From an optimization exercise on the open Yosys and OpenROAD flow, aimed at small area; shortcuts taken in it are not production practice. At most, simulation tests tie the RTL to the original design; equivalence was not proved. Only the layout flow was run in run 3; the RTL was not checked for function there.

`design/flow/flow/run.sh`:
```
#!/bin/bash
# The standard layout with two changes:
#  - the smallest buffer (buf_1) as the port buffer instead of the delay buffer
#    buffer_ports picks on its own; every input and output still gets its own
#    buffer;
#  - clock tree synthesis without dummy loads (-dont_use_dummy_load), which
#    CTS otherwise adds only to even out the tree's branches.
set -euo pipefail
export BUFFER_PORTS_ARGS="-buffer_cell sky130_fd_sc_hd__buf_1"
export CTS_ARGS="-sink_clustering_enable -repair_clock_nets -sink_clustering_size 25 -sink_clustering_max_diameter 80 -buf_list sky130_fd_sc_hd__clkbuf_16 -dont_use_dummy_load"
bash standard.sh finish > standard_flow.log 2>&1
```
`design/flow/config.mk`:
```
export PLATFORM = sky130hd
export DESIGN_NAME = overlay_top
export DESIGN_NICKNAME = overlay_top
export VERILOG_FILES = /design/flow/design.v
export SDC_FILE = /design/flow/constraint.sdc
export NUM_CORES = 4
export LEC_CHECK = 0
export CAP_MARGIN = 20
export CORE_MARGIN = 2
export CORE_UTILIZATION = 40
export SLEW_MARGIN = 20
export SYNTH_HIERARCHICAL = 1
```
`design/flow/constraint.sdc`:
```
create_clock -name core_clock -period 10.0 [get_ports {clk}]
set_input_delay 2.0000 -clock core_clock [delete_from_list [all_inputs] [get_ports {clk}]]
set_output_delay 2.0000 -clock core_clock [all_outputs]
set_load 0.01 [all_outputs]
```
`design/flow/standard.sh`:
```
#!/bin/bash
# synth_recipe.tcl (not shown) runs the flow's synth.tcl, then flattens the netlist and writes it again
# the make line also repeats each setting of config.mk as NAME=value (left out here)
make -C /OpenROAD-flow-scripts/flow DESIGN_CONFIG=/design/flow/config.mk WORK_HOME=/design/flow/orfs CLKGATE_MAP_FILE= SYNTH_SCRIPT=/design/flow/synth_recipe.tcl "${@:-finish}"
```
`design/flow/design.v`:
```
package overlay_pkg;
    typedef logic [10-1:0] coord_t;
    typedef coord_t [12-1:0] region_coords_t;
    typedef logic [2*(10+1)-1:0] area_t;
    typedef logic [7-1:0] shade_t;
    typedef logic [12-1:0] region_mask_t;
endpackage
module box_snapshot (
    input  logic                        clk,
    input  logic                        reset,
    input  logic                        vsync_i,
    input  logic [12-1:0][10-1:0] min_x_i,
    input  logic [12-1:0][10-1:0] max_x_i,
    input  logic [12-1:0][10-1:0] min_y_i,
    input  logic [12-1:0][10-1:0] max_y_i,
    output logic [12-1:0][10-1:0] snap_min_x_o,
    output logic [12-1:0][10-1:0] snap_max_x_o,
    output logic [12-1:0][10-1:0] snap_min_y_o,
    output logic [12-1:0][10-1:0] snap_max_y_o,
    output logic [12/2-1:0][10-1:0] next_min_x_o,
    output logic [12/2-1:0][10-1:0] next_max_x_o,
    output logic [12/2-1:0][10-1:0] next_min_y_o,
    output logic [12/2-1:0][10-1:0] next_max_y_o,
    output logic                        take_snap_o,
    output logic                        loaded_o
);
    localparam int H = 12 / 2;
    logic       vsync_meta;
    logic       vsync_sync;
    logic       vsync_prev;
    logic       vsync_end;
    logic       vsync_end_next;
    logic [2:0] event_cnt;
    logic [2:0] event_cnt_next;
    logic       take_snap;
    always_ff @(posedge clk or posedge reset) begin
        if (reset) begin
            vsync_meta <= 1'b0;
            vsync_sync <= 1'b0;
            vsync_prev <= 1'b0;
        end else begin
            vsync_meta <= vsync_i;
            vsync_sync <= vsync_meta;
            vsync_prev <= vsync_sync;
        end
    end
    assign vsync_end = vsync_prev & ~vsync_sync;
    always_comb begin
        if (take_snap) begin
            event_cnt_next = '0;
        end else if (vsync_end) begin
            event_cnt_next = event_cnt + 3'd1;
        end else begin
            event_cnt_next = event_cnt;
        end
    end
    always_ff @(posedge clk or posedge reset) begin
        if (reset) begin
            event_cnt <= '0;
        end else begin
            event_cnt <= event_cnt_next;
        end
    end
    assign vsync_end_next = vsync_sync & ~vsync_meta;
    always_ff @(posedge clk or posedge reset) begin
        if (reset) begin
            take_snap <= 1'b0;
            loaded_o  <= 1'b0;
        end else begin
            take_snap <= vsync_end_next && (event_cnt_next == 3'(5 - 1));
            if (take_snap) loaded_o <= 1'b1;
        end
    end
    assign take_snap_o = take_snap;
    always_comb begin
        for (int k = 0; k < H; k++) begin
            next_min_x_o[k] = take_snap ? min_x_i[k] : snap_min_x_o[k + H];
            next_max_x_o[k] = take_snap ? max_x_i[k] : snap_max_x_o[k + H];
            next_min_y_o[k] = take_snap ? min_y_i[k] : snap_min_y_o[k + H];
            next_max_y_o[k] = take_snap ? max_y_i[k] : snap_max_y_o[k + H];
        end
    end
    always_ff @(posedge clk) begin
        for (int k = 0; k < H; k++) begin
            snap_min_x_o[k] <= next_min_x_o[k];
            snap_max_x_o[k] <= next_max_x_o[k];
            snap_min_y_o[k] <= next_min_y_o[k];
            snap_max_y_o[k] <= next_max_y_o[k];
            snap_min_x_o[k + H] <= take_snap ? min_x_i[k + H] : snap_min_x_o[k];
            snap_max_x_o[k + H] <= take_snap ? max_x_i[k + H] : snap_max_x_o[k];
            snap_min_y_o[k + H] <= take_snap ? min_y_i[k + H] : snap_min_y_o[k];
            snap_max_y_o[k + H] <= take_snap ? max_y_i[k + H] : snap_max_y_o[k];
        end
    end
endmodule
module box_area_filter (
    input  logic                        clk,
    input  logic                        reset,
    input  logic [12/2-1:0][10-1:0] next_min_x_i,
    input  logic [12/2-1:0][10-1:0] next_max_x_i,
    input  logic [12/2-1:0][10-1:0] next_min_y_i,
    input  logic [12/2-1:0][10-1:0] next_max_y_i,
    input  logic                        take_snap_i,
    input  logic                        loaded_i,
    input  logic [15-1:0]    area_thresh_i,
    output overlay_pkg::region_mask_t   region_valid_o
);
    localparam int H = 12 / 2;
    logic [16:0]  unit_a [H];
    logic [16:0]  area_p [H];
    logic [16:0]  area_q [H];
    logic [14:0]  thresh;
    logic [14:0]  thresh_q;
    logic         loaded_q;
    logic         after_snap_q;
    logic         odd;
    logic         odd_q;
    logic [H-1:0] keep_x_d;
    logic [H-1:0] keep_x_q;
    logic [H-1:0] keep_p;
    logic [H-1:0] keep_q;
    logic [H-1:0] valid_p;
    logic [H-1:0] valid_q;
    for (genvar k = 0; k < H; k++) begin : g_unit
        box_area_unit u_unit (
            .x0     (next_min_x_i[k]),
            .x1     (next_max_x_i[k]),
            .y0     (next_min_y_i[k]),
            .y1     (next_max_y_i[k]),
            .is_box (unit_a[k][16]),
            .sat    (unit_a[k][15]),
            .low    (unit_a[k][14:0])
        );
    end
    assign thresh = (area_thresh_i != '0) ? area_thresh_i : 15'(16);
    function automatic logic ge15(input logic [14:0] a, input logic [14:0] b);
        logic ge;
        ge = 1'b1;
        for (int i = 0; i < 15; i++) begin
            ge = (a[i] & ~b[i]) | (a[i] & ge) | (~b[i] & ge);
        end
        ge15 = ge;
    endfunction
    function automatic logic keep(input logic [16:0] a, input logic [14:0] t);
        keep = a[16] & (a[15] | ge15(a[14:0], t));
    endfunction
    always_ff @(posedge clk) begin
        for (int k = 0; k < H; k++) begin
            area_p[k] <= unit_a[k];
            area_q[k] <= area_p[k];
        end
        thresh_q <= thresh;
        keep_x_q <= keep_x_d;
    end
    always_ff @(posedge clk or posedge reset) begin
        if (reset) begin
            odd          <= 1'b0;
            odd_q        <= 1'b0;
            after_snap_q <= 1'b0;
            loaded_q     <= 1'b0;
        end else begin
            odd          <= take_snap_i | ~odd;
            odd_q        <= odd;
            after_snap_q <= take_snap_i;
            loaded_q     <= loaded_i;
        end
    end
    always_comb begin
        for (int k = 0; k < H; k++) begin
            keep_x_d[k] = keep(area_q[k], thresh);
            keep_p[k]   = keep(area_p[k], thresh_q);
            keep_q[k]   = keep(area_q[k], thresh_q);
            if (after_snap_q) begin
                valid_p[k] = odd_q ? keep_q[k] : keep_x_q[k];
                valid_q[k] = odd_q ? keep_x_q[k] : keep_q[k];
            end else begin
                valid_p[k] = keep_p[k];
                valid_q[k] = keep_q[k];
            end
        end
    end
    assign region_valid_o = loaded_q ? {valid_q, valid_p} : '0;
endmodule
module box_area_unit (
    input  logic [9:0]  x0, x1, y0, y1,
    output logic        is_box,
    output logic        sat,
    output logic [14:0] low
);
    logic big;
    logic [16:0] p;
    logic [9:0] dx, dy, hx, hy;
    logic [9:0] nb1;
    logic [9:0] nb23;
    logic n2, n3, n4, n5, n6, n7, n8, n9, n10, n11, n12, n13, n14, n15, n16, n17;
    logic n18, n19, n20, n21, n22, n24, n25, n26, n27, n28, n29, n30, n31, n32, n33, n34;
    logic n35, n36, n37, n38, n39, n40, n41, n42, n43, n44, n138, n139, n140, n141, n142, n143;
    logic n144, n145, n146, n147, n148, n149, n150, n151, n152, n153, n154, n155, n156, n157, n158, n159;
    logic n160, n161, n162, n163, n164, n165, n166, n167, n168, n169, n170, n171, n172, n173, n174, n175;
    logic n176, n177, n178, n179, n180, n181, n182, n183, n184, n185, n186, n187, n188, n189, n190, n191;
    logic n192, n193, n194, n195, n196, n197, n198, n199, n200, n201, n202, n203, n204, n205, n206, n207;
    logic n208, n209, n210, n211, n212, n213, n214, n215, n216, n217, n218, n219, n220, n221, n222, n223;
    logic n224, n225, n226, n227, n228, n229, n230, n231, n232, n233, n234, n235, n236, n237, n238, n239;
    logic n240, n241, n242, n243, n244, n245, n246, n247, n248, n249, n250, n251, n252, n253, n254, n255;
    logic n256, n257, n258, n259, n260, n261, n262, n263, n264, n265, n266, n267, n268, n269, n270, n271;
    logic n272, n273, n274, n275, n276, n277, n278, n279, n280, n281, n282, n283, n284, n285, n286, n287;
    logic n288, n289, n290, n291, n292, n293, n294, n295, n296, n297, n298, n299, n300, n301, n302, n303;
    logic n304, n305, n306, n307, n308, n309, n310, n311, n312, n313, n314, n315, n316, n317, n318, n319;
    logic n320, n321, n322, n323, n324, n325, n326, n327, n328, n329, n330, n331, n332, n333, n334, n335;
    logic n336, n337, n338, n339, p45, p46, p47, p48, p49, p50, p51, p52, p53, p54, p55, p56;
    logic p57, p58, p59, p60, p61, p62, p63, p64, p65, p66, p67, p68, p69, p70, p71, p72;
    logic p73, p74, p75, p76, p77, p78, p79, p80, p81, p82, p83, p84, p85, p86, p87, p88;
    logic p89, p90, p91, p92, p93, p94, p95, p96, p97, p98, p99, p100, p101, p102, p103, p104;
    logic p105, p106, p107, p108, p109, p110, p111, p112, p113, p114, p115, p116, p117, p118, p119, p120;
    logic p121, p122, p123, p124, p125, p126, p127, p128, p129, p130, p131, p132, p133, p134, p135, p136;
    logic p137;
    assign nb1 = ~x0;
    ovl_fa u_n2 (.a(x1[0]), .b(nb1[0]), .c(1'b1), .s(n2), .co(n3));
    ovl_fa u_n4 (.a(x1[1]), .b(nb1[1]), .c(n3), .s(n4), .co(n5));
    ovl_fa u_n6 (.a(x1[2]), .b(nb1[2]), .c(n5), .s(n6), .co(n7));
    ovl_fa u_n8 (.a(x1[3]), .b(nb1[3]), .c(n7), .s(n8), .co(n9));
    ovl_fa u_n10 (.a(x1[4]), .b(nb1[4]), .c(n9), .s(n10), .co(n11));
    ovl_fa u_n12 (.a(x1[5]), .b(nb1[5]), .c(n11), .s(n12), .co(n13));
    ovl_fa u_n14 (.a(x1[6]), .b(nb1[6]), .c(n13), .s(n14), .co(n15));
    ovl_fa u_n16 (.a(x1[7]), .b(nb1[7]), .c(n15), .s(n16), .co(n17));
    ovl_fa u_n18 (.a(x1[8]), .b(nb1[8]), .c(n17), .s(n18), .co(n19));
    ovl_fa u_n20 (.a(x1[9]), .b(nb1[9]), .c(n19), .s(n20), .co(n21));
    assign n22 = n21 ? 1'b1 : 1'b0;
    assign nb23 = ~y0;
    ovl_fa u_n24 (.a(y1[0]), .b(nb23[0]), .c(1'b1), .s(n24), .co(n25));
    ovl_fa u_n26 (.a(y1[1]), .b(nb23[1]), .c(n25), .s(n26), .co(n27));
    ovl_fa u_n28 (.a(y1[2]), .b(nb23[2]), .c(n27), .s(n28), .co(n29));
    ovl_fa u_n30 (.a(y1[3]), .b(nb23[3]), .c(n29), .s(n30), .co(n31));
    ovl_fa u_n32 (.a(y1[4]), .b(nb23[4]), .c(n31), .s(n32), .co(n33));
    ovl_fa u_n34 (.a(y1[5]), .b(nb23[5]), .c(n33), .s(n34), .co(n35));
    ovl_fa u_n36 (.a(y1[6]), .b(nb23[6]), .c(n35), .s(n36), .co(n37));
    ovl_fa u_n38 (.a(y1[7]), .b(nb23[7]), .c(n37), .s(n38), .co(n39));
    ovl_fa u_n40 (.a(y1[8]), .b(nb23[8]), .c(n39), .s(n40), .co(n41));
    ovl_fa u_n42 (.a(y1[9]), .b(nb23[9]), .c(n41), .s(n42), .co(n43));
    assign n44 = n43 ? 1'b1 : 1'b0;
    assign p45 = n4 & n26;
    assign p46 = n4 & n28;
    assign p47 = n4 & n30;
    assign p48 = n4 & n32;
    assign p49 = n4 & n34;
    assign p50 = n4 & n36;
    assign p51 = n4 & n38;
    assign p52 = n4 & n40;
    assign p53 = n4 & n42;
    assign p54 = n6 & n26;
    assign p55 = n6 & n28;
    assign p56 = n6 & n30;
    assign p57 = n6 & n32;
    assign p58 = n6 & n34;
    assign p59 = n6 & n36;
    assign p60 = n6 & n38;
    assign p61 = n6 & n40;
    assign p62 = n6 & n42;
    assign p63 = n8 & n26;
    assign p64 = n8 & n28;
    assign p65 = n8 & n30;
    assign p66 = n8 & n32;
    assign p67 = n8 & n34;
    assign p68 = n8 & n36;
    assign p69 = n8 & n38;
    assign p70 = n8 & n40;
    assign p71 = n8 & n42;
    assign p72 = n10 & n26;
    assign p73 = n10 & n28;
    assign p74 = n10 & n30;
    assign p75 = n10 & n32;
    assign p76 = n10 & n34;
    assign p77 = n10 & n36;
    assign p78 = n10 & n38;
    assign p79 = n10 & n40;
    assign p80 = n10 & n42;
    assign p81 = n12 & n26;
    assign p82 = n12 & n28;
    assign p83 = n12 & n30;
    assign p84 = n12 & n32;
    assign p85 = n12 & n34;
    assign p86 = n12 & n36;
    assign p87 = n12 & n38;
    assign p88 = n12 & n40;
    assign p89 = n12 & n42;
    assign p90 = n14 & n26;
    assign p91 = n14 & n28;
    assign p92 = n14 & n30;
    assign p93 = n14 & n32;
    assign p94 = n14 & n34;
    assign p95 = n14 & n36;
    assign p96 = n14 & n38;
    assign p97 = n14 & n40;
    assign p98 = n16 & n26;
    assign p99 = n16 & n28;
    assign p100 = n16 & n30;
    assign p101 = n16 & n32;
    assign p102 = n16 & n34;
    assign p103 = n16 & n36;
    assign p104 = n16 & n38;
    assign p105 = n18 & n26;
    assign p106 = n18 & n28;
    assign p107 = n18 & n30;
    assign p108 = n18 & n32;
    assign p109 = n18 & n34;
    assign p110 = n18 & n36;
    assign p111 = n20 & n26;
    assign p112 = n20 & n28;
    assign p113 = n20 & n30;
    assign p114 = n20 & n32;
    assign p115 = n20 & n34;
    assign p116 = n24 ? n2 : n4;
    assign p117 = n24 ? n4 : n6;
    assign p118 = n24 ? n6 : n8;
    assign p119 = n24 ? n8 : n10;
    assign p120 = n24 ? n10 : n12;
    assign p121 = n24 ? n12 : n14;
    assign p122 = n24 ? n14 : n16;
    assign p123 = n24 ? n16 : n18;
    assign p124 = n24 ? n18 : n20;
    assign p125 = n24 & n20;
    assign p126 = ~n2 & n26;
    assign p127 = n2 ? n26 : n28;
    assign p128 = n2 ? n28 : n30;
    assign p129 = n2 ? n30 : n32;
    assign p130 = n2 ? n32 : n34;
    assign p131 = n2 ? n34 : n36;
    assign p132 = n2 ? n36 : n38;
    assign p133 = n2 ? n38 : n40;
    assign p134 = n2 ? n40 : n42;
    assign p135 = n2 & n42;
    assign p136 = ~(n2 | n24);
    assign p137 = n2 | n24;
    ovl_ha u_n138 (.a(p76), .b(p84), .s(n138), .co(n139));
    ovl_fa u_n140 (.a(p85), .b(p77), .c(p93), .s(n140), .co(n141));
    ovl_ha u_n142 (.a(p100), .b(p69), .s(n142), .co(n143));
    ovl_ha u_n144 (.a(p86), .b(p94), .s(n144), .co(n145));
    ovl_ha u_n146 (.a(p65), .b(p57), .s(n146), .co(n147));
    ovl_fa u_n148 (.a(p66), .b(p74), .c(p58), .s(n148), .co(n149));
    ovl_ha u_n150 (.a(p82), .b(p50), .s(n150), .co(n151));
    ovl_fa u_n152 (.a(p75), .b(p67), .c(p83), .s(n152), .co(n153));
    ovl_fa u_n154 (.a(p59), .b(p91), .c(p51), .s(n154), .co(n155));
    ovl_ha u_n156 (.a(p98), .b(p123), .s(n156), .co(n157));
    ovl_fa u_n158 (.a(n138), .b(p68), .c(p92), .s(n158), .co(n159));
    ovl_fa u_n160 (.a(p60), .b(p99), .c(p105), .s(n160), .co(n161));
    ovl_fa u_n162 (.a(p52), .b(p124), .c(p134), .s(n162), .co(n163));
    ovl_fa u_n164 (.a(n139), .b(n140), .c(n142), .s(n164), .co(n165));
    ovl_fa u_n166 (.a(p106), .b(p61), .c(p111), .s(n166), .co(n167));
    ovl_fa u_n168 (.a(p53), .b(p125), .c(p135), .s(n168), .co(n169));
    ovl_fa u_n170 (.a(n144), .b(n141), .c(p101), .s(n170), .co(n171));
    ovl_fa u_n172 (.a(p78), .b(n143), .c(p107), .s(n172), .co(n173));
    ovl_fa u_n174 (.a(p70), .b(p112), .c(p62), .s(n174), .co(n175));
    ovl_fa u_n176 (.a(p95), .b(n145), .c(p102), .s(n176), .co(n177));
    ovl_fa u_n178 (.a(p87), .b(p108), .c(p79), .s(n178), .co(n179));
    ovl_ha u_n180 (.a(p113), .b(p71), .s(n180), .co(n181));
    ovl_fa u_n182 (.a(p103), .b(p96), .c(p109), .s(n182), .co(n183));
    ovl_ha u_n184 (.a(p88), .b(p114), .s(n184), .co(n185));
    ovl_ha u_n186 (.a(p104), .b(p110), .s(n186), .co(n187));
    ovl_ha u_n188 (.a(p55), .b(p47), .s(n188), .co(n189));
    ovl_fa u_n190 (.a(p56), .b(p64), .c(p48), .s(n190), .co(n191));
    ovl_ha u_n192 (.a(p72), .b(p120), .s(n192), .co(n193));
    ovl_fa u_n194 (.a(p73), .b(n146), .c(p49), .s(n194), .co(n195));
    ovl_fa u_n196 (.a(p81), .b(p121), .c(p131), .s(n196), .co(n197));
    ovl_fa u_n198 (.a(n147), .b(p90), .c(n148), .s(n198), .co(n199));
    ovl_fa u_n200 (.a(n150), .b(p122), .c(p132), .s(n200), .co(n201));
    ovl_fa u_n202 (.a(n149), .b(n152), .c(n151), .s(n202), .co(n203));
    ovl_fa u_n204 (.a(n154), .b(p133), .c(n156), .s(n204), .co(n205));
    ovl_fa u_n206 (.a(n153), .b(n158), .c(n155), .s(n206), .co(n207));
    ovl_fa u_n208 (.a(n157), .b(n160), .c(n162), .s(n208), .co(n209));
    ovl_fa u_n210 (.a(n159), .b(n164), .c(n161), .s(n210), .co(n211));
    ovl_fa u_n212 (.a(n166), .b(n163), .c(n168), .s(n212), .co(n213));
    ovl_fa u_n214 (.a(n170), .b(n165), .c(n172), .s(n214), .co(n215));
    ovl_fa u_n216 (.a(n167), .b(n174), .c(n169), .s(n216), .co(n217));
    ovl_fa u_n218 (.a(n171), .b(n176), .c(n173), .s(n218), .co(n219));
    ovl_fa u_n220 (.a(n178), .b(n180), .c(n175), .s(n220), .co(n221));
    ovl_fa u_n222 (.a(n177), .b(p80), .c(n179), .s(n222), .co(n223));
    ovl_fa u_n224 (.a(n182), .b(n181), .c(n184), .s(n224), .co(n225));
    ovl_fa u_n226 (.a(p97), .b(n186), .c(p115), .s(n226), .co(n227));
    ovl_fa u_n228 (.a(p89), .b(n183), .c(n185), .s(n228), .co(n229));
    ovl_ha u_n230 (.a(p46), .b(p54), .s(n230), .co(n231));
    ovl_fa u_n232 (.a(p63), .b(n188), .c(p119), .s(n232), .co(n233));
    ovl_fa u_n234 (.a(n189), .b(n190), .c(p130), .s(n234), .co(n235));
    ovl_fa u_n236 (.a(n191), .b(n193), .c(n194), .s(n236), .co(n237));
    ovl_fa u_n238 (.a(n195), .b(n197), .c(n198), .s(n238), .co(n239));
    ovl_fa u_n240 (.a(n199), .b(n202), .c(n201), .s(n240), .co(n241));
    ovl_fa u_n242 (.a(n203), .b(n206), .c(n205), .s(n242), .co(n243));
    ovl_fa u_n244 (.a(n207), .b(n210), .c(n209), .s(n244), .co(n245));
    ovl_fa u_n246 (.a(n211), .b(n214), .c(n213), .s(n246), .co(n247));
    ovl_fa u_n248 (.a(n215), .b(n218), .c(n220), .s(n248), .co(n249));
    ovl_fa u_n250 (.a(n219), .b(n222), .c(n224), .s(n250), .co(n251));
    ovl_fa u_n252 (.a(n223), .b(n226), .c(n225), .s(n252), .co(n253));
    ovl_ha u_n254 (.a(n187), .b(n227), .s(n254), .co(n255));
    ovl_ha u_n256 (.a(p137), .b(p116), .s(n256), .co(n257));
    ovl_fa u_n258 (.a(p45), .b(p117), .c(p127), .s(n258), .co(n259));
    ovl_fa u_n260 (.a(n230), .b(p118), .c(p128), .s(n260), .co(n261));
    ovl_fa u_n262 (.a(n231), .b(p129), .c(n232), .s(n262), .co(n263));
    ovl_fa u_n264 (.a(n233), .b(n192), .c(n234), .s(n264), .co(n265));
    ovl_fa u_n266 (.a(n235), .b(n236), .c(n196), .s(n266), .co(n267));
    ovl_fa u_n268 (.a(n237), .b(n200), .c(n238), .s(n268), .co(n269));
    ovl_fa u_n270 (.a(n239), .b(n240), .c(n204), .s(n270), .co(n271));
    ovl_fa u_n272 (.a(n241), .b(n242), .c(n208), .s(n272), .co(n273));
    ovl_fa u_n274 (.a(n243), .b(n212), .c(n244), .s(n274), .co(n275));
    ovl_fa u_n276 (.a(n216), .b(n245), .c(n246), .s(n276), .co(n277));
    ovl_fa u_n278 (.a(n217), .b(n248), .c(n247), .s(n278), .co(n279));
    ovl_fa u_n280 (.a(n221), .b(n250), .c(n249), .s(n280), .co(n281));
    ovl_fa u_n282 (.a(n228), .b(n251), .c(n252), .s(n282), .co(n283));
    ovl_fa u_n284 (.a(n229), .b(n254), .c(n253), .s(n284), .co(n285));
    ovl_ha u_n286 (.a(p126), .b(n256), .s(n286), .co(n287));
    ovl_fa u_n288 (.a(n257), .b(n258), .c(n287), .s(n288), .co(n289));
    ovl_fa u_n290 (.a(n259), .b(n260), .c(n289), .s(n290), .co(n291));
    ovl_fa u_n292 (.a(n261), .b(n262), .c(n291), .s(n292), .co(n293));
    ovl_fa u_n294 (.a(n263), .b(n264), .c(n293), .s(n294), .co(n295));
    ovl_fa u_n296 (.a(n265), .b(n266), .c(n295), .s(n296), .co(n297));
    ovl_fa u_n298 (.a(n267), .b(n268), .c(n297), .s(n298), .co(n299));
    ovl_fa u_n300 (.a(n269), .b(n270), .c(n299), .s(n300), .co(n301));
    ovl_fa u_n302 (.a(n271), .b(n272), .c(n301), .s(n302), .co(n303));
    ovl_fa u_n304 (.a(n273), .b(n274), .c(1'b0), .s(n304), .co(n305));
    ovl_fa u_n306 (.a(n275), .b(n276), .c(n305), .s(n306), .co(n307));
    ovl_fa u_n308 (.a(n277), .b(n278), .c(n307), .s(n308), .co(n309));
    ovl_fa u_n310 (.a(n273), .b(n274), .c(1'b1), .s(n310), .co(n311));
    ovl_fa u_n312 (.a(n275), .b(n276), .c(n311), .s(n312), .co(n313));
    ovl_fa u_n314 (.a(n277), .b(n278), .c(n313), .s(n314), .co(n315));
    assign n316 = n303 ? n310 : n304;
    assign n317 = n303 ? n312 : n306;
    assign n318 = n303 ? n314 : n308;
    assign n319 = n303 ? n315 : n309;
    ovl_fa u_n320 (.a(n280), .b(n279), .c(1'b0), .s(n320), .co(n321));
    ovl_fa u_n322 (.a(n282), .b(n281), .c(n321), .s(n322), .co(n323));
    ovl_fa u_n324 (.a(n283), .b(n284), .c(n323), .s(n324), .co(n325));
    ovl_fa u_n326 (.a(n255), .b(n285), .c(n325), .s(n326), .co(n327));
    ovl_fa u_n328 (.a(n280), .b(n279), .c(1'b1), .s(n328), .co(n329));
    ovl_fa u_n330 (.a(n282), .b(n281), .c(n329), .s(n330), .co(n331));
    ovl_fa u_n332 (.a(n283), .b(n284), .c(n331), .s(n332), .co(n333));
    ovl_fa u_n334 (.a(n255), .b(n285), .c(n333), .s(n334), .co(n335));
    assign n336 = n319 ? n328 : n320;
    assign n337 = n319 ? n330 : n322;
    assign n338 = n319 ? n332 : n324;
    assign n339 = n319 ? n334 : n326;
    assign dx = {n20, n18, n16, n14, n12, n10, n8, n6, n4, n2};
    assign dy = {n42, n40, n38, n36, n34, n32, n30, n28, n26, n24};
    assign p = {n339, n338, n337, n336, n318, n317, n316, n302, n300, n298, n296, n294, n292, n290, n288, n286, p136};
    assign hx[9] = dx[9];
    assign hy[9] = dy[9];
    assign hx[8] = hx[9] | dx[8];
    assign hy[8] = hy[9] | dy[8];
    assign hx[7] = hx[8] | dx[7];
    assign hy[7] = hy[8] | dy[7];
    assign hx[6] = hx[7] | dx[6];
    assign hy[6] = hy[7] | dy[6];
    assign hx[5] = hx[6] | dx[5];
    assign hy[5] = hy[6] | dy[5];
    assign hx[4] = hx[5] | dx[4];
    assign hy[4] = hy[5] | dy[4];
    assign hx[3] = hx[4] | dx[3];
    assign hy[3] = hy[4] | dy[3];
    assign hx[2] = hx[3] | dx[2];
    assign hy[2] = hy[3] | dy[2];
    assign hx[1] = hx[2] | dx[1];
    assign hy[1] = hy[2] | dy[1];
    assign hx[0] = hx[1] | dx[0];
    assign hy[0] = hy[1] | dy[0];
    assign big = (hx[6] & hy[9]) | (hx[7] & hy[8]) | (hx[8] & hy[7]) | (hx[9] & hy[6]);
    assign is_box = n22 & n44 & (x0 != 10'd641) & (y0 != 10'd641);
    assign sat = big | p[16] | p[15];
    assign low = p[14:0];
endmodule
module ovl_fa (input logic a, b, c, output logic s, co);
    assign s  = a ^ b ^ c;
    assign co = (a & b) | (a & c) | (b & c);
endmodule
module ovl_ha (input logic a, b, output logic s, co);
    assign s  = a ^ b;
    assign co = a & b;
endmodule
module box_outline (
    input  logic                        clk,
    input  logic                        reset,
    input  overlay_pkg::coord_t         draw_x_i,
    input  overlay_pkg::coord_t         draw_y_i,
    input  logic [12-1:0][10-1:0] snap_min_x_i,
    input  logic [12-1:0][10-1:0] snap_max_x_i,
    input  logic [12-1:0][10-1:0] snap_min_y_i,
    input  logic [12-1:0][10-1:0] snap_max_y_i,
    input  overlay_pkg::region_mask_t   region_valid_i,
    output logic                        outline_hit_o
);
    function automatic logic [1:0] cmp(input logic [9:0] a, input logic [9:0] b);
        logic ge, eq, p;
        ge = 1'b1;
        eq = 1'b1;
        for (int i = 0; i < 10; i++) begin
            p  = ~(a[i] ^ b[i]);
            ge = p ? ge : a[i];
            eq = eq & p;
        end
        cmp = {ge, eq};
    endfunction
    logic [1:0] cx0 [12];
    logic [1:0] cx1 [12];
    logic [1:0] cy0 [12];
    logic [1:0] cy1 [12];
    overlay_pkg::region_mask_t region_hit;
    always_comb begin
        for (int r = 0; r < 12; r++) begin
            cx0[r] = cmp(draw_x_i, snap_min_x_i[r]);
            cx1[r] = cmp(snap_max_x_i[r], draw_x_i);
            cy0[r] = cmp(draw_y_i, snap_min_y_i[r]);
            cy1[r] = cmp(snap_max_y_i[r], draw_y_i);
            region_hit[r] = region_valid_i[r] &
                (((cy0[r][0] | cy1[r][0]) & cx0[r][1] & cx1[r][1]) |
                 ((cx0[r][0] | cx1[r][0]) & cy0[r][1] & cy1[r][1]));
        end
    end
    always_ff @(posedge clk or posedge reset) begin
        if (reset) begin
            outline_hit_o <= 1'b0;
        end else begin
            outline_hit_o <= |region_hit;
        end
    end
endmodule
module pixel_shade (
    input  logic                 clk,
    input  logic                 reset,
    input  logic [8-1:0] pixel_i,
    input  overlay_pkg::shade_t  brightness_i,
    input  logic                 outline_hit_i,
    input  logic                 highlight_i,
    output overlay_pkg::shade_t  red_o,
    output overlay_pkg::shade_t  green_o,
    output overlay_pkg::shade_t  blue_o
);
    overlay_pkg::shade_t       gray_d;
    overlay_pkg::shade_t       gray_q;
    overlay_pkg::shade_t       gray_out_q;
    logic                      red_q;
    gray_mul u_gray_mul (
        .a (pixel_i[8-1 -: 7]),
        .b (brightness_i),
        .p (gray_d)
    );
    always_ff @(posedge clk or posedge reset) begin
        if (reset) begin
            gray_q     <= '0;
            gray_out_q <= '0;
            red_q      <= 1'b0;
        end else begin
            gray_q     <= gray_d;
            gray_out_q <= gray_q;
            red_q      <= outline_hit_i & highlight_i;
        end
    end
    assign red_o   = gray_out_q | {7{red_q}};
    assign green_o = gray_out_q & {7{~red_q}};
    assign blue_o  = green_o;
endmodule
module gray_mul (
    input  logic [6:0] a,
    input  logic [6:0] b,
    output logic [6:0] p
);
    logic g1, g2, g3, g4, g5, g6, g7, g8, g9, g10, g11, g12, g13, g14, g15, g16;
    logic g17, g18, g19, g20, g21, g22, g23, g24, g25, g26, g27, g28, g29, g30, g31, g32;
    logic g33, g34, g35, g36, g37, g38, g39, g40, g41, g42, g43, g44, g45, g46, g47, g48;
    logic g49, g50, g51, g52, g53, g54, g55, g56, g57, g58, g59, g60, g61, g62, g63, g64;
    logic g65, g66, g67, g68, g69, g70, g71, g72, g73, g74, g75, g76, g77, g78, g79, g80;
    logic g81, g82, g83, g84, g85, g86, g87, g88, g89, g90, g91, g92, g93, g94, g95, g96;
    logic g97, g98, g99, g100, g101, g102, g103, g104, g105, g106, g107, g108, g109, g110, g111, g112;
    logic g113, g114, g115, g116, g117, g118, g119, g120, g121, g122, g123, g124, g125, g126, g127, g128;
    logic g129, g130, g131, g132, g133;
    assign g1 = a[0] & b[0];
    assign g2 = a[0] & b[1];
    assign g3 = a[0] & b[2];
    assign g4 = a[0] & b[3];
    assign g5 = a[0] & b[4];
    assign g6 = a[0] & b[5];
    assign g7 = a[0] & b[6];
    assign g8 = a[1] & b[0];
    assign g9 = a[1] & b[1];
    assign g10 = a[1] & b[2];
    assign g11 = a[1] & b[3];
    assign g12 = a[1] & b[4];
    assign g13 = a[1] & b[5];
    assign g14 = a[1] & b[6];
    assign g15 = a[2] & b[0];
    assign g16 = a[2] & b[1];
    assign g17 = a[2] & b[2];
    assign g18 = a[2] & b[3];
    assign g19 = a[2] & b[4];
    assign g20 = a[2] & b[5];
    assign g21 = a[2] & b[6];
    assign g22 = a[3] & b[0];
    assign g23 = a[3] & b[1];
    assign g24 = a[3] & b[2];
    assign g25 = a[3] & b[3];
    assign g26 = a[3] & b[4];
    assign g27 = a[3] & b[5];
    assign g28 = a[3] & b[6];
    assign g29 = a[4] & b[0];
    assign g30 = a[4] & b[1];
    assign g31 = a[4] & b[2];
    assign g32 = a[4] & b[3];
    assign g33 = a[4] & b[4];
    assign g34 = a[4] & b[5];
    assign g35 = a[4] & b[6];
    assign g36 = a[5] & b[0];
    assign g37 = a[5] & b[1];
    assign g38 = a[5] & b[2];
    assign g39 = a[5] & b[3];
    assign g40 = a[5] & b[4];
    assign g41 = a[5] & b[5];
    assign g42 = a[5] & b[6];
    assign g43 = a[6] & b[0];
    assign g44 = a[6] & b[1];
    assign g45 = a[6] & b[2];
    assign g46 = a[6] & b[3];
    assign g47 = a[6] & b[4];
    assign g48 = a[6] & b[5];
    assign g49 = a[6] & b[6];
    ovl_ha u_g50 (.a(g7), .b(g13), .s(g50), .co(g51));
    ovl_ha u_g52 (.a(g14), .b(g20), .s(g52), .co(g53));
    ovl_ha u_g54 (.a(g5), .b(g11), .s(g54), .co(g55));
    ovl_fa u_g56 (.a(g6), .b(g12), .c(g18), .s(g56), .co(g57));
    ovl_ha u_g58 (.a(g24), .b(g30), .s(g58), .co(g59));
    ovl_fa u_g60 (.a(g50), .b(g19), .c(g25), .s(g60), .co(g61));
    ovl_fa u_g62 (.a(g31), .b(g37), .c(g43), .s(g62), .co(g63));
    ovl_fa u_g64 (.a(g51), .b(g52), .c(g26), .s(g64), .co(g65));
    ovl_fa u_g66 (.a(g32), .b(g38), .c(g44), .s(g66), .co(g67));
    ovl_fa u_g68 (.a(g53), .b(g21), .c(g27), .s(g68), .co(g69));
    ovl_fa u_g70 (.a(g33), .b(g39), .c(g45), .s(g70), .co(g71));
    ovl_fa u_g72 (.a(g28), .b(g34), .c(g40), .s(g72), .co(g73));
    ovl_ha u_g74 (.a(g4), .b(g10), .s(g74), .co(g75));
    ovl_fa u_g76 (.a(g54), .b(g17), .c(g23), .s(g76), .co(g77));
    ovl_fa u_g78 (.a(g55), .b(g56), .c(g58), .s(g78), .co(g79));
    ovl_fa u_g80 (.a(g57), .b(g59), .c(g60), .s(g80), .co(g81));
    ovl_fa u_g82 (.a(g61), .b(g63), .c(g64), .s(g82), .co(g83));
    ovl_fa u_g84 (.a(g65), .b(g67), .c(g68), .s(g84), .co(g85));
    ovl_fa u_g86 (.a(g69), .b(g71), .c(g72), .s(g86), .co(g87));
    ovl_fa u_g88 (.a(g73), .b(g35), .c(g41), .s(g88), .co(g89));
    ovl_ha u_g90 (.a(g3), .b(g9), .s(g90), .co(g91));
    ovl_fa u_g92 (.a(g74), .b(g16), .c(g22), .s(g92), .co(g93));
    ovl_fa u_g94 (.a(g75), .b(g76), .c(g29), .s(g94), .co(g95));
    ovl_fa u_g96 (.a(g77), .b(g78), .c(g36), .s(g96), .co(g97));
    ovl_fa u_g98 (.a(g79), .b(g80), .c(g62), .s(g98), .co(g99));
    ovl_fa u_g100 (.a(g81), .b(g82), .c(g66), .s(g100), .co(g101));
    ovl_fa u_g102 (.a(g83), .b(g84), .c(g70), .s(g102), .co(g103));
    ovl_fa u_g104 (.a(g85), .b(g86), .c(g46), .s(g104), .co(g105));
    ovl_fa u_g106 (.a(g87), .b(g88), .c(g47), .s(g106), .co(g107));
    ovl_fa u_g108 (.a(g89), .b(g42), .c(g48), .s(g108), .co(g109));
    ovl_ha u_g110 (.a(g2), .b(g8), .s(g110), .co(g111));
    ovl_fa u_g112 (.a(g90), .b(g15), .c(g111), .s(g112), .co(g113));
    ovl_fa u_g114 (.a(g91), .b(g92), .c(g113), .s(g114), .co(g115));
    ovl_fa u_g116 (.a(g93), .b(g94), .c(g115), .s(g116), .co(g117));
    ovl_fa u_g118 (.a(g95), .b(g96), .c(g117), .s(g118), .co(g119));
    ovl_fa u_g120 (.a(g97), .b(g98), .c(g119), .s(g120), .co(g121));
    ovl_fa u_g122 (.a(g99), .b(g100), .c(g121), .s(g122), .co(g123));
    ovl_fa u_g124 (.a(g101), .b(g102), .c(g123), .s(g124), .co(g125));
    ovl_fa u_g126 (.a(g103), .b(g104), .c(g125), .s(g126), .co(g127));
    ovl_fa u_g128 (.a(g105), .b(g106), .c(g127), .s(g128), .co(g129));
    ovl_fa u_g130 (.a(g107), .b(g108), .c(g129), .s(g130), .co(g131));
    ovl_fa u_g132 (.a(g109), .b(g49), .c(g131), .s(g132), .co(g133));
    assign p = {g133, g132, g130, g128, g126, g124, g122};
endmodule
module overlay_top (
    input  logic                        clk,
    input  logic                        reset,
    input  logic                        vsync_i,
    input  logic [12-1:0][10-1:0] region_min_x_i,
    input  logic [12-1:0][10-1:0] region_max_x_i,
    input  logic [12-1:0][10-1:0] region_min_y_i,
    input  logic [12-1:0][10-1:0] region_max_y_i,
    input  overlay_pkg::coord_t         draw_x_i,
    input  overlay_pkg::coord_t         draw_y_i,
    input  logic [8-1:0]       pixel_i,
    input  overlay_pkg::shade_t         brightness_i,
    input  logic [15-1:0]    area_thresh_i,
    input  logic                        highlight_i,
    output overlay_pkg::shade_t         red_o,
    output overlay_pkg::shade_t         green_o,
    output overlay_pkg::shade_t         blue_o
);
    logic [12-1:0][10-1:0] snap_min_x;
    logic [12-1:0][10-1:0] snap_max_x;
    logic [12-1:0][10-1:0] snap_min_y;
    logic [12-1:0][10-1:0] snap_max_y;
    logic [12/2-1:0][10-1:0] next_min_x;
    logic [12/2-1:0][10-1:0] next_max_x;
    logic [12/2-1:0][10-1:0] next_min_y;
    logic [12/2-1:0][10-1:0] next_max_y;
    logic                        take_snap;
    logic                        loaded;
    overlay_pkg::region_mask_t   region_valid;
    logic                        outline_hit;
    box_snapshot u_box_snapshot (
        .clk          (clk),
        .reset        (reset),
        .vsync_i      (vsync_i),
        .min_x_i      (region_min_x_i),
        .max_x_i      (region_max_x_i),
        .min_y_i      (region_min_y_i),
        .max_y_i      (region_max_y_i),
        .snap_min_x_o (snap_min_x),
        .snap_max_x_o (snap_max_x),
        .snap_min_y_o (snap_min_y),
        .snap_max_y_o (snap_max_y),
        .next_min_x_o (next_min_x),
        .next_max_x_o (next_max_x),
        .next_min_y_o (next_min_y),
        .next_max_y_o (next_max_y),
        .take_snap_o  (take_snap),
        .loaded_o     (loaded)
    );
    box_area_filter u_box_area_filter (
        .clk            (clk),
        .reset          (reset),
        .next_min_x_i   (next_min_x),
        .next_max_x_i   (next_max_x),
        .next_min_y_i   (next_min_y),
        .next_max_y_i   (next_max_y),
        .take_snap_i    (take_snap),
        .loaded_i       (loaded),
        .area_thresh_i  (area_thresh_i),
        .region_valid_o (region_valid)
    );
    box_outline u_box_outline (
        .clk            (clk),
        .reset          (reset),
        .draw_x_i       (draw_x_i),
        .draw_y_i       (draw_y_i),
        .snap_min_x_i   (snap_min_x),
        .snap_max_x_i   (snap_max_x),
        .snap_min_y_i   (snap_min_y),
        .snap_max_y_i   (snap_max_y),
        .region_valid_i (region_valid),
        .outline_hit_o  (outline_hit)
    );
    pixel_shade u_pixel_shade (
        .clk           (clk),
        .reset         (reset),
        .pixel_i       (pixel_i),
        .brightness_i  (brightness_i),
        .outline_hit_i (outline_hit),
        .highlight_i   (highlight_i),
        .red_o         (red_o),
        .green_o       (green_o),
        .blue_o        (blue_o)
    );
endmodule
```
==> flow_summary.yaml, run 1 <==
status:
  outcome: "finished clean"
place:
  place.gp.congestion: 0.951
  numPortBuffers: 553
  hpwl_um: 163000
clock_network:
  clkSlewWorstSetupHoldPaths_ns: 0.09
  clkSinkCount: 733
  clk_path_buf_depth: 3
  cts_tree: "yes"
  h-tree-depth: 2
  cts_made_buffers: 46
  clk-insertion-delay-late_ns: 0.70
  hold_buffers: 0
  cts_root_buf: "clkbuf_16"
global_route:
  grt_remaining_overflow: 0
  grt_pass1_vias: 44800
  grt_use_met1_pct: 37.3
  grt_most_used_layer: "met2"
  use_met3_pct: 4.64
  grtUsageMet2_pct: 42.7
  grt_use_total_pct: 27.5
  grt_first_pass_wirelength_um: 299000
  grt_max_degree: 51
  grt_antenna_before_repair: 22
detailed_routing:
  ant_nets: 0
  drc: 0
  avgRoutedWirePerCell_um: 26.5
  dr.pass1.iters: 6
  totalWireLength_um: 205000
  num_vias: 43900
  drt-initial-drc-count: 4134
  vias_per_cell: 5.69
setup_path:
  crit_required_ns: 10.46
  path_buf_inv: 1
  critPathMostFrequentCell: "fa_2"
  start_kind: "input port"
  worst_path_max_delay_cell: "fa_2"
  endpoint_kind: "flip-flop"
  path_class: "input port to flip-flop"
  path_cells: "buf_1, mux2_2, fa_1, fa_2, fa_2, fa_2, fa_2, fa_2, fa_2, fa_2, fa_2, fa_2, and2_1, ha_1, fa_1, fa_1, fa_2, fa_1, fa_1, fa_2, fa_1, nor2_2, mux2i_1, a211o_1"
  cp_max_fo: 8
  reg2reg_slack_ns: 0.38
  cp_top_family: "adder cells"
  arrival_ns: 10.35
  worst_path_largest_cell_delay_ns: 0.66
die:
  start_util_pct: 40.3
  core_um2: 142000
  chipHeight_um: 382
  die_area_um2: 146000
  die_w_um: 382
  rows: 138
  ios: 555
synthesis:
  yosysMostFrequentCell: "dfxtp_1"
  synth.area.mux_share_pct: 12.3
  synth_area_leaders: "dfxtp_1 25%, fa_1 23%, mux2_2 12%, and2_1 5.4%, ha_1 3.2%"
  syn_area_um2: 57200
  async_flop_share_pct: 3.82
  yosysTopAreaCell: "dfxtp_1"
  yosysUniqueCellTypes: 97
  syn_avg_cell_area_um2: 10.6
  ys.flop_type: "dfxtp_1"
  synth_compound_area_share_pct: 9.41
  yosys_warnings: 19
  synth-edff-count: 0
  ys_ff_latch: 733
  synthTopCellsByCount: "705 x dfxtp_1, 647 x fa_1, 612 x mux2_2"
  yosys.area_share.adder_pct: 29.6
  synth_cells: 5407
  seq_area_frac_synth_pct: 25.9
  yosys.area_share.simple_pct: 13.5
  synth_xor_area_share_pct: 2.57
  synth_top_family_by_area: "adder cells"
  yosysTopAreaCellShare_pct: 24.7
sta:
  slew_violations: 0
  hold_violations: 0
  setup_viol: 0
  slew_headroom_pct: 13.1
  rsz0062_at_grt: "yes"
  max_freq_ghz: 0.101
  tns_ns: 0
  fin_crit_sh_pct: 98.8
  min_period_ns: 9.88
  worst_pin_slew_ns: 1.30
  worst_clock_skew_ns: 0.123
final_layout:
  drive_gt1_share_pct: 19.1
  multi_input_area_um2: 39100
  nNetsFinal: 7141
  n_fill_cell: 13500
  seq_area_um2: 14800
  area_growth_pct: 8.99
  utilization_pct: 44.0
hold_path:
  hold_class: "flip-flop to flip-flop"
flow_run:
  drv_cap: 0
worst paths after layout:
kind / start / endpoint / depth (start not counted)
setup / recovery: region_max_x_i[50] / u_box_area_filter.area_p[5][15] / 24
hold / removal: u_box_area_filter.area_p[5][15] / u_box_area_filter.area_q[5][15] / 0
setup reg to reg: u_box_snapshot.take_snap / u_box_area_filter.area_p[5][15] / 24
hold reg to reg: u_box_area_filter.area_p[5][15] / u_box_area_filter.area_q[5][15] / 0
max in group asynchronous: reset / u_pixel_shade.red_q / 3
min in group asynchronous: reset / u_box_area_filter.after_snap_q / 3
routing by layer:
metal,vias to the layer above,wire length (um)
met3,434,15900
met2,1990,90600
met1,22300,87000
met5,-,23
met4,4,10900
li1,19200,-
per-stage QoR:
step                      setup WS (ns)  std cells  area (um^2)  hold WS, ns
after detailed placement         -0.601       7649        61000        0.328
after CTS                         0.113       7695        62200        0.301
final                             0.115       7719        62300        0.306
after global placement           -0.507       7649        61000        0.328
after global routing           -0.00472       7708        62300        0.297
after floorplan                 0.00703       5431        57600        0.323
cells by family (layout without fill, tap and decap cells):
logic type,Yosys count,after routing
other,12,53
adders and majority gates,999,999
xor gates and xnor gates,168,168
buffers and inverters,754,1135
AOI/OAI and AO/OA,753,753
and+or+nand+nor,1362,1362
muxes,626,626
DFF,733,733
cell type report:
class                           count  area share, %
Sequential cell                   733           23.8
Timing Repair Buffer              733           5.64
Clock buffer                       46           1.85
Multi-Input combinational cell   3944           62.7
Tap cell                         1890           3.79
Antenna cell                       17         0.0682
Inverter                          356           2.14
per-module statistics from Yosys, one instance, submodules excluded, excerpt:
module	cells	area, um^2
box_area_filter	908	8830
box_area_unit	167	1090
box_outline	1623	10800
box_snapshot	1036	15900
gray_mul	55	353
ovl_fa	1	20.0
ovl_ha	1	12.5
pixel_shade	39	542
worst reg2reg max path, cell delays in order (launching register included):
cell	delay [ns]
dfrtp_4	0.74
buf_4	0.32
mux2_2	0.40
fa_1	0.45
fa_2	0.36
fa_2	0.35
fa_2	0.34
fa_2	0.35
fa_2	0.36
fa_2	0.37
fa_2	0.35
fa_2	0.35
fa_2	0.66
and2_1	0.17
ha_1	0.23
fa_1	0.46
fa_1	0.54
fa_2	0.50
fa_1	0.47
fa_1	0.40
fa_2	0.35
fa_1	0.45
nor2_2	0.11
mux2i_1	0.08
a211o_1	0.29
timing repair:
item,CTS,global route
setup buffers,0,7
hold endpoints to repair,0,0
endpoints found under the setup margin,0,6
resized for setup,0,12
cell usage in the layout (no fill, tap or decap), types with 152 or more instances in the layout:
master	count
fa_1	497
dfxtp_1	705
buf_1	536
nand2_1	171
maj3_1	152
nor2_1	166
and2_1	489
inv_1	337
buf_4	171
mux2_2	611
sequential cells by signal, indices dropped and copies added, names as in the netlist, 3 cells and up:
signal,count
u_box_snapshot.snap_max_y_o,120
u_box_area_filter.area_p,102
u_box_snapshot.event_cnt,3
u_box_snapshot.snap_min_y_o,120
u_box_area_filter.thresh_q,15
u_box_snapshot.snap_max_x_o,120
u_box_area_filter.keep_x_q,6
u_pixel_shade.gray_q,7
u_box_area_filter.area_q,102
u_pixel_shade.gray_out_q,7
u_box_snapshot.snap_min_x_o,120
==> run 2: changes to the inputs <==
==> design/flow/flow/run.sh (replaced) <==
#!/bin/bash
# The standard layout, with the smallest buffer (buf_1) as the port buffer
# instead of the delay buffer buffer_ports picks on its own.  Every input and
# output still gets its own buffer.
set -euo pipefail
export BUFFER_PORTS_ARGS="-buffer_cell sky130_fd_sc_hd__buf_1"
bash standard.sh finish > standard_flow.log 2>&1
--- a/design/flow/config.mk
+++ b/design/flow/config.mk
@@ -10,2 +10,5 @@
 export CORE_UTILIZATION = 40
+export CTS_BUF_LIST = sky130_fd_sc_hd__clkbuf_16
+export CTS_CLUSTER_DIAMETER = 80
+export CTS_CLUSTER_SIZE = 25
 export SLEW_MARGIN = 20
==> run 2 against run 1 <==
Still clean on timing, DRC and antenna. Die area stayed put. First-iteration DRC count decreased by 0.77%. Synthesized area stayed put. Critical path depth is the same. Register-to-register slack gained 0.06 ns. Clock skew fell by 0.052 ns.
==> flow_summary.yaml, run 2 <==
detailed_routing:
  dr.pass1.iters: 6
  avgRoutedWirePerCell_um: 26.4
  drc: 0
  vias_per_cell: 5.66
  totalWireLength_um: 204000
  num_vias: 43800
  ant_nets: 0
  drt-initial-drc-count: 4102
final_layout:
  most-common-layout-cells: "705 x dfxtp_1, 612 x mux2_2, 537 x buf_1, 501 x fa_1, 490 x and2_1"
  seq_area_um2: 14800
  multi_input_area_um2: 39100
  n_fill_cell: 13500
  fin_cells: 7750
  nNetsFinal: 7137
  layout_commonest_cell: "dfxtp_1"
  area_growth_pct: 9.83
  drive_gt1_share_pct: 19.4
setup_path:
  start_kind: "input port"
  cp_max_fo: 9
  worst_path_largest_cell_delay_ns: 0.65
  endpoint_kind: "flip-flop"
  path_class: "input port to flip-flop"
  arrival_ns: 10.43
  crit_required_ns: 10.59
  worst_path_max_delay_cell: "fa_2"
  critPathMostFrequentCell: "fa_2"
  path_buf_inv: 1
  path_cells: "buf_1, mux2_2, fa_1, fa_2, fa_2, fa_2, fa_2, fa_2, fa_2, fa_2, fa_2, fa_2, and2_1, ha_1, fa_1, fa_1, fa_2, fa_1, fa_1, fa_1, fa_1, nor2_1, mux2i_1, a211o_1"
  cp_top_family: "adder cells"
clock_network:
  cts_tree: "yes"
  cts_made_buffers: 46
  clkSinkCount: 733
  clk_path_buf_depth: 3
  clk-insertion-delay-late_ns: 0.71
  h-tree-depth: 2
  hold_buffers: 0
  clkSlewWorstSetupHoldPaths_ns: 0.10
  cts_root_buf: "clkbuf_16"
sta:
  rsz0062_at_grt: "no"
  worst_clock_skew_ns: 0.0717
  worst_pin_slew_ns: 1.27
  hold_violations: 0
  setup_viol: 0
  max_freq_ghz: 0.102
  slew_violations: 0
  slew_headroom_pct: 14.8
  min_period_ns: 9.84
  hold_slack_ns: 0.344
  fin_crit_sh_pct: 98.4
die:
  die_w_um: 382
  chipHeight_um: 382
  start_util_pct: 40.3
  core_um2: 142000
  rows: 138
  die_area_um2: 146000
  ios: 555
global_route:
  grt_remaining_overflow: 0
  grt_first_pass_wirelength_um: 299000
  grt_max_degree: 51
  grt_antenna_before_repair: 25
  grt_pass1_vias: 45000
  grt_use_total_pct: 27.6
synthesis:
  ys.flop_type: "dfxtp_1"
  synth_cells: 5407
  yosysTopAreaCellShare_pct: 24.7
  synthTopCellsByCount: "705 x dfxtp_1, 647 x fa_1, 612 x mux2_2"
  yosysUniqueCellTypes: 97
  synth-edff-count: 0
  yosysTopAreaCell: "dfxtp_1"
  yosys_warnings: 19
  yosysMostFrequentCell: "dfxtp_1"
  syn_avg_cell_area_um2: 10.6
  syn_area_um2: 57200
  seq_area_frac_synth_pct: 25.9
  async_flop_share_pct: 3.82
  ys_ff_latch: 733
  synth_area_leaders: "dfxtp_1 25%, fa_1 23%, mux2_2 12%, and2_1 5.4%, ha_1 3.2%"
place:
  place.gp.congestion: 0.951
  numPortBuffers: 553
  place_inst: 7649
  hpwl_um: 163000
status:
  outcome: "finished clean"
flow_run:
  drv_cap: 0
hold_path:
  hold_class: "flip-flop to flip-flop"
==> run 2: logic make-up (layout without fill, tap and decap cells) <==
kind of cell	Yosys count	count (layout)	synth area share, %
AOI/OAI and AO/OA	753	753	9.41
and+or+nand+nor	1362	1362	13.5
buffers and inverters	754	1167	6.62
other	12	52	0.0787
xor gates and xnor gates	168	168	2.57
adders and majority gates	999	999	29.6
muxes	626	626	12.3
DFF	733	733	25.9
==> run 2: what timing repair did <==
item                                   in CTS  in global routing
endpoints found under the hold margin       0                  0
gates resized for setup                     0                  4
buffers inserted                            0                  3
setup endpoints to repair                   0                  4
==> run 2: worst reg2reg max path: stages (launching register included) <==
cell and delay (ns):
dfrtp_4 0.73, buf_12 0.34, buf_12 0.21, mux2_2 0.21, inv_1 0.06, fa_1 0.41
fa_2 0.38, fa_2 0.35, fa_2 0.34, fa_2 0.35, fa_2 0.35, fa_2 0.38
fa_2 0.36, fa_2 0.36, fa_2 0.57, mux2_2 0.32, fa_1 0.45, fa_1 0.39
fa_1 0.49, fa_1 0.55, fa_2 0.40, fa_1 0.39, fa_1 0.38, mux2i_2 0.29
mux2i_1 0.14, a211o_1 0.28
==> run 2: per-stage QoR <==
step / area [um^2] / setup TNS, ns / utilization, % / setup slack, ns
6_report: 62800 / 0 / 44.3 / 0.160
5_1_grt: 62800 / 0 / 44.3 / 0.00416
4_1_cts: 62700 / 0 / 44.3 / 0.150
3_5_place_dp: 61000 / -8.64 / 43.1 / -0.601
3_3_place_gp: 61000 / -6.69 / 43.1 / -0.507
2_1_floorplan: 57600 / 0 / - / 0.00703
==> run 2: metal layers <==
layer | share of wire, % | up-vias | global-route usage (%)
met2 | 44 | 2009 | 42.8
met3 | 8.3 | 445 | 5.22
li1 | - | 19300 | -
met1 | 42 | 22100 | 36.9
met4 | 5.2 | 8 | 13.2
met5 | 0.026 | - | 0
==> run 2: modules after synthesis, one instance, submodules excluded, a selection <==
module           cells inside  flip-flops and latches  cell area [um^2]
box_area_filter           908                     229              8830
box_area_unit             167                       0              1090
box_outline              1623                       1             10800
box_snapshot             1036                     488             15900
gray_mul                   55                       0               353
ovl_fa                      1                       0              20.0
ovl_ha                      1                       0              12.5
pixel_shade                39                      15               542
==> run 2: area by class of cell <==
class,count,share of cell area [%]
Antenna cell,16,0.0637
Clock buffer,46,1.83
Clock inverter,36,0.858
Inverter,356,2.13
Multi-Input combinational cell,3944,62.2
Sequential cell,733,23.6
Tap cell,1890,3.76
Timing Repair Buffer,729,5.55
==> run 2: worst paths after layout <==
kind | cells after the start | startpoint | end | slack, ns
min in group asynchronous | 3 | reset | u_box_outline.outline_hit_o | 1.36
worst max register to register | 25 | u_box_snapshot.take_snap | u_box_area_filter.area_p[3][15] | 0.44
worst min-delay path | 0 | u_box_area_filter.area_p[3][6] | u_box_area_filter.area_q[3][6] | 0.34
worst max-delay path | 24 | region_max_x_i[40] | u_box_area_filter.area_p[4][15] | 0.16
max in group asynchronous | 3 | reset | u_pixel_shade.red_q | 8.04
worst min register to register | 0 | u_box_area_filter.area_p[3][6] | u_box_area_filter.area_q[3][6] | 0.34
==> run 3: changes to the inputs <==
--- a/design/flow/design.v
+++ b/design/flow/design.v
@@ -135,13 +135,6 @@
     assign thresh = (area_thresh_i != '0) ? area_thresh_i : 15'(16);
-    function automatic logic ge15(input logic [14:0] a, input logic [14:0] b);
-        logic ge;
-        ge = 1'b1;
-        for (int i = 0; i < 15; i++) begin
-            ge = (a[i] & ~b[i]) | (a[i] & ge) | (~b[i] & ge);
-        end
-        ge15 = ge;
-    endfunction
-    function automatic logic keep(input logic [16:0] a, input logic [14:0] t);
-        keep = a[16] & (a[15] | ge15(a[14:0], t));
-    endfunction
+    logic [14:0] nthresh;
+    logic [14:0] nthresh_q;
+    assign nthresh   = ~thresh;
+    assign nthresh_q = ~thresh_q;
     always_ff @(posedge clk) begin
@@ -167,7 +160,9 @@
     end
+    for (genvar k = 0; k < H; k++) begin : g_keep
+        box_keep u_keep_x (.a(area_q[k]), .nt(nthresh),   .keep(keep_x_d[k]));
+        box_keep u_keep_p (.a(area_p[k]), .nt(nthresh_q), .keep(keep_p[k]));
+        box_keep u_keep_q (.a(area_q[k]), .nt(nthresh_q), .keep(keep_q[k]));
+    end
     always_comb begin
         for (int k = 0; k < H; k++) begin
-            keep_x_d[k] = keep(area_q[k], thresh);
-            keep_p[k]   = keep(area_p[k], thresh_q);
-            keep_q[k]   = keep(area_q[k], thresh_q);
             if (after_snap_q) begin
@@ -183,2 +178,17 @@
 endmodule
+module box_keep (
+    input  logic [16:0] a,
+    input  logic [14:0] nt,
+    output logic        keep
+);
+    logic [15:0] c;
+    assign c[0] = 1'b1;
+    for (genvar i = 0; i < 15; i++) begin : g_bit
+        ovl_maj u_maj (.a(a[i]), .b(nt[i]), .c(c[i]), .y(c[i+1]));
+    end
+    assign keep = a[16] & (a[15] | c[15]);
+endmodule
+module ovl_maj (input logic a, b, c, output logic y);
+    assign y = (a & b) | (a & c) | (b & c);
+endmodule
 module box_area_unit (
==> design/flow/flow/run.sh (replaced) <==
#!/bin/bash
# The standard layout with two changes:
#  - the smallest buffer (buf_1) as the port buffer instead of the delay buffer
#    buffer_ports picks on its own; every input and output still gets its own
#    buffer;
#  - clock tree synthesis without dummy loads (-dont_use_dummy_load), which
#    CTS otherwise adds only to even out the tree's branches.
set -euo pipefail
export BUFFER_PORTS_ARGS="-buffer_cell sky130_fd_sc_hd__buf_1"
export CTS_ARGS="-sink_clustering_enable -repair_clock_nets -sink_clustering_size 25 -sink_clustering_max_diameter 80 -buf_list sky130_fd_sc_hd__clkbuf_16 -dont_use_dummy_load"
bash standard.sh finish > standard_flow.log 2>&1
--- a/design/flow/config.mk
+++ b/design/flow/config.mk
@@ -10,5 +10,3 @@
 export CORE_UTILIZATION = 40
-export CTS_BUF_LIST = sky130_fd_sc_hd__clkbuf_16
-export CTS_CLUSTER_DIAMETER = 80
-export CTS_CLUSTER_SIZE = 25
+export SETUP_SLACK_MARGIN = 0.1
 export SLEW_MARGIN = 20
==> run 3 against run 2 <==
Global-route usage is 0.29 points higher. Synthesized area is 0.75% lower. Sequential share of layout area is 0.23 points higher. Clock skew is 0.035 ns higher. Core utilization is 0.26 points lower. Synthesized cell count is 5.2% lower. First-iteration DRC count is 16% lower. Critical endpoint unchanged.
==> flow_summary.yaml, run 3 <==
sta:
  setup_viol: 0
  slew_headroom_pct: 19.3
  rsz0062_at_grt: "yes"
  fin_crit_sh_pct: 97.8
  worst_pin_slew_ns: 1.20
  fin_ws_ns: 0.217
  worst_clock_skew_ns: 0.107
  max_freq_ghz: 0.102
  tns_ns: 0
  slew_violations: 0
  min_period_ns: 9.78
  hold_violations: 0
synthesis:
  synthTopCellsByCount: "705 x dfxtp_1, 647 x fa_1, 612 x mux2_2"
  async_flop_share_pct: 3.82
  syn_area_um2: 56800
  yosysTopAreaCellShare_pct: 24.9
  synth_xor_area_share_pct: 2.59
  yosys.area_share.simple_pct: 12.1
  yosysMostFrequentCell: "dfxtp_1"
  seq_area_frac_synth_pct: 26.1
  yosys_warnings: 19
  syn_avg_cell_area_um2: 11.1
  yosys.area_share.adder_pct: 33.6
  synth_area_leaders: "dfxtp_1 25%, fa_1 23%, mux2_2 12%, maj3_2 5.8%, and2_1 5.4%"
  yosysTopAreaCell: "dfxtp_1"
  ys_ff_latch: 733
  synth_compound_area_share_pct: 6.65
  synth-edff-count: 0
  yosysUniqueCellTypes: 93
  ys.flop_type: "dfxtp_1"
  synth.area.mux_share_pct: 12.5
  synth_top_family_by_area: "adder cells"
  synth_cells: 5127
detailed_routing:
  vias_per_cell: 5.52
  drt-initial-drc-count: 3433
  dr.pass1.iters: 6
  num_vias: 41300
  totalWireLength_um: 205000
  drc: 0
  ant_nets: 0
  avgRoutedWirePerCell_um: 27.4
final_layout:
  area_growth_pct: 9.62
  nNetsFinal: 6898
  utilization_pct: 44.1
  most-common-layout-cells: "705 x dfxtp_1, 609 x mux2_2, 534 x buf_1, 485 x and2_1, 480 x fa_1"
  layout_commonest_cell: "dfxtp_1"
  drive_gt1_share_pct: 24.7
hold_path:
  hold_class: "flip-flop to flip-flop"
setup_path:
  arrival_ns: 10.30
  endpoint_kind: "flip-flop"
  start_kind: "input port"
  path_class: "input port to flip-flop"
  crit_required_ns: 10.52
  cp_max_fo: 7
flow_run:
  drv_cap: 0
clock_network:
  hold_buffers: 0
  ctsResizeCount: 0
  clk-insertion-delay-late_ns: 0.71
  post_cts_buffers: 0
  clkSlewWorstSetupHoldPaths_ns: 0.09
  cts_made_buffers: 55
  cts_root_buf: "clkbuf_16"
  clkSinkCount: 733
  cts_tree: "yes"
  clk_path_buf_depth: 3
  h-tree-depth: 2
status:
  outcome: "finished clean"
die:
  rows: 138
  die_w_um: 381
  core_um2: 141000
  ios: 555
  start_util_pct: 40.2
  chipHeight_um: 381
  die_area_um2: 145000
global_route:
  grt_pass1_vias: 42700
  grt_first_pass_wirelength_um: 294000
  grt_max_degree: 43
  grt_remaining_overflow: 0
  grt_use_total_pct: 27.9
  grt_antenna_before_repair: 36
place:
  numPortBuffers: 553
  place.gp.congestion: 0.939
  place_ws_ns: -0.609
  hpwl_um: 165000
==> run 3: cells by family after synthesis <==
family,count (synthesis)
XOR/XNOR,168
adder cells (fa/ha/maj),1184
flip-flops,733
AO/OA/AOI/OAI,513
buffers and inverters,682
multiplexers,631
other,30
AND/OR/NAND/NOR,1186
==> run 3: stage by stage <==
stage,hold WS [ns],cells,area (um^2)
global placement,0.334,7403,60700
finish,0.307,7479,62200
global route,0.314,7465,62200
CTS,0.310,7459,62100
detailed placement,0.340,7404,60700
floorplan,0.331,5151,57200
==> run 3: worst paths after layout <==
check                                               from                               to  slack [ns]  cells past startpoint
max in group asynchronous                          reset      u_pixel_shade.gray_out_q[5]        7.92                      2
worst max register to register  u_box_snapshot.take_snap  u_box_area_filter.area_p[4][15]        0.51                     24
worst min register to register   u_pixel_shade.gray_q[6]      u_pixel_shade.gray_out_q[6]        0.31                      0
worst max-delay path                  region_min_x_i[40]  u_box_area_filter.area_p[4][15]        0.22                     25
min in group asynchronous                          reset      u_box_outline.outline_hit_o        1.41                      2
worst min-delay path             u_pixel_shade.gray_q[6]      u_pixel_shade.gray_out_q[6]        0.31                      0
==> run 3: cell type report <==
cell class                      count  area [um^2]
Multi-Input combinational cell   3736        39000
Timing Repair Buffer              729         3460
Tap cell                         1890         2360
Inverter                          316         1190
Clock buffer                       55         1380
Sequential cell                   733        14800
Fill cell                       13600        79000
Antenna cell                       20         50.0
==> run 3: worst max-delay path, cell delays in order <==
cell and delay, ns:
buf_1 0.17, mux2_2 0.20, inv_1 0.05, fa_1 0.43
fa_2 0.36, fa_2 0.37, fa_2 0.36, fa_2 0.35
fa_2 0.35, fa_2 0.35, fa_2 0.35, fa_2 0.35
fa_2 0.62, and2_1 0.15, ha_1 0.24, fa_1 0.46
fa_1 0.51, fa_2 0.48, fa_2 0.41, fa_1 0.39
fa_1 0.39, fa_1 0.44, nor2_1 0.13, mux2i_1 0.10
a211o_1 0.28
==> run 3: routing by layer <==
layer  vias up  GRT usage [%]  wire, um
met4        26           10.5      9060
met2      1769           43.6     91300
met3       347           5.19     16000
met1     20900           38.2     88400
met5         -              0       142
li1      18200              -         -
==> run 3: per-module statistics from Yosys (local to each module, per instance), a selection <==
module,area [um^2],copies in the design
box_outline,10800,1
gray_mul,353,1
box_keep,11.3,18
ovl_fa,20.0,647
box_area_filter,5160,1
ovl_ha,12.5,97

==> separate check: timing with driven ports <==
The results above use ideal ports. As a check the final layouts listed here were re-extracted and re-timed, cells and wires unchanged.
Step 1, drivers: a clkbuf_16 drives clk and a buf_2 each remaining input, both assumed.
Step 2 adds t to the input delays and takes it off the output delays; t is the mean of the earliest and latest rising clock arrival at the registers after step 1. Input paths then give back, and output paths get back, about the clock's delay inside the block.
Three values: no drivers, after step 1, after step 2; two values: the first two.
run	shift t [ns]	slack for setup (ns)	slew at the worst register clock pin (ns)
run 1	0.728	0.115 / 0.156 / -0.572	0.11 / 0.11
run 2	0.756	0.160 / 0.162 / -0.594	0.11 / 0.11
run 3	0.730	0.217 / 0.264 / -0.466	0.10 / 0.10
With both steps, setup timing fails in every run listed, where it was met with ideal ports. For run 2, which loses most, drivers alone change the setup slack by +0.002 ns; drivers and shift together by -0.754 ns.
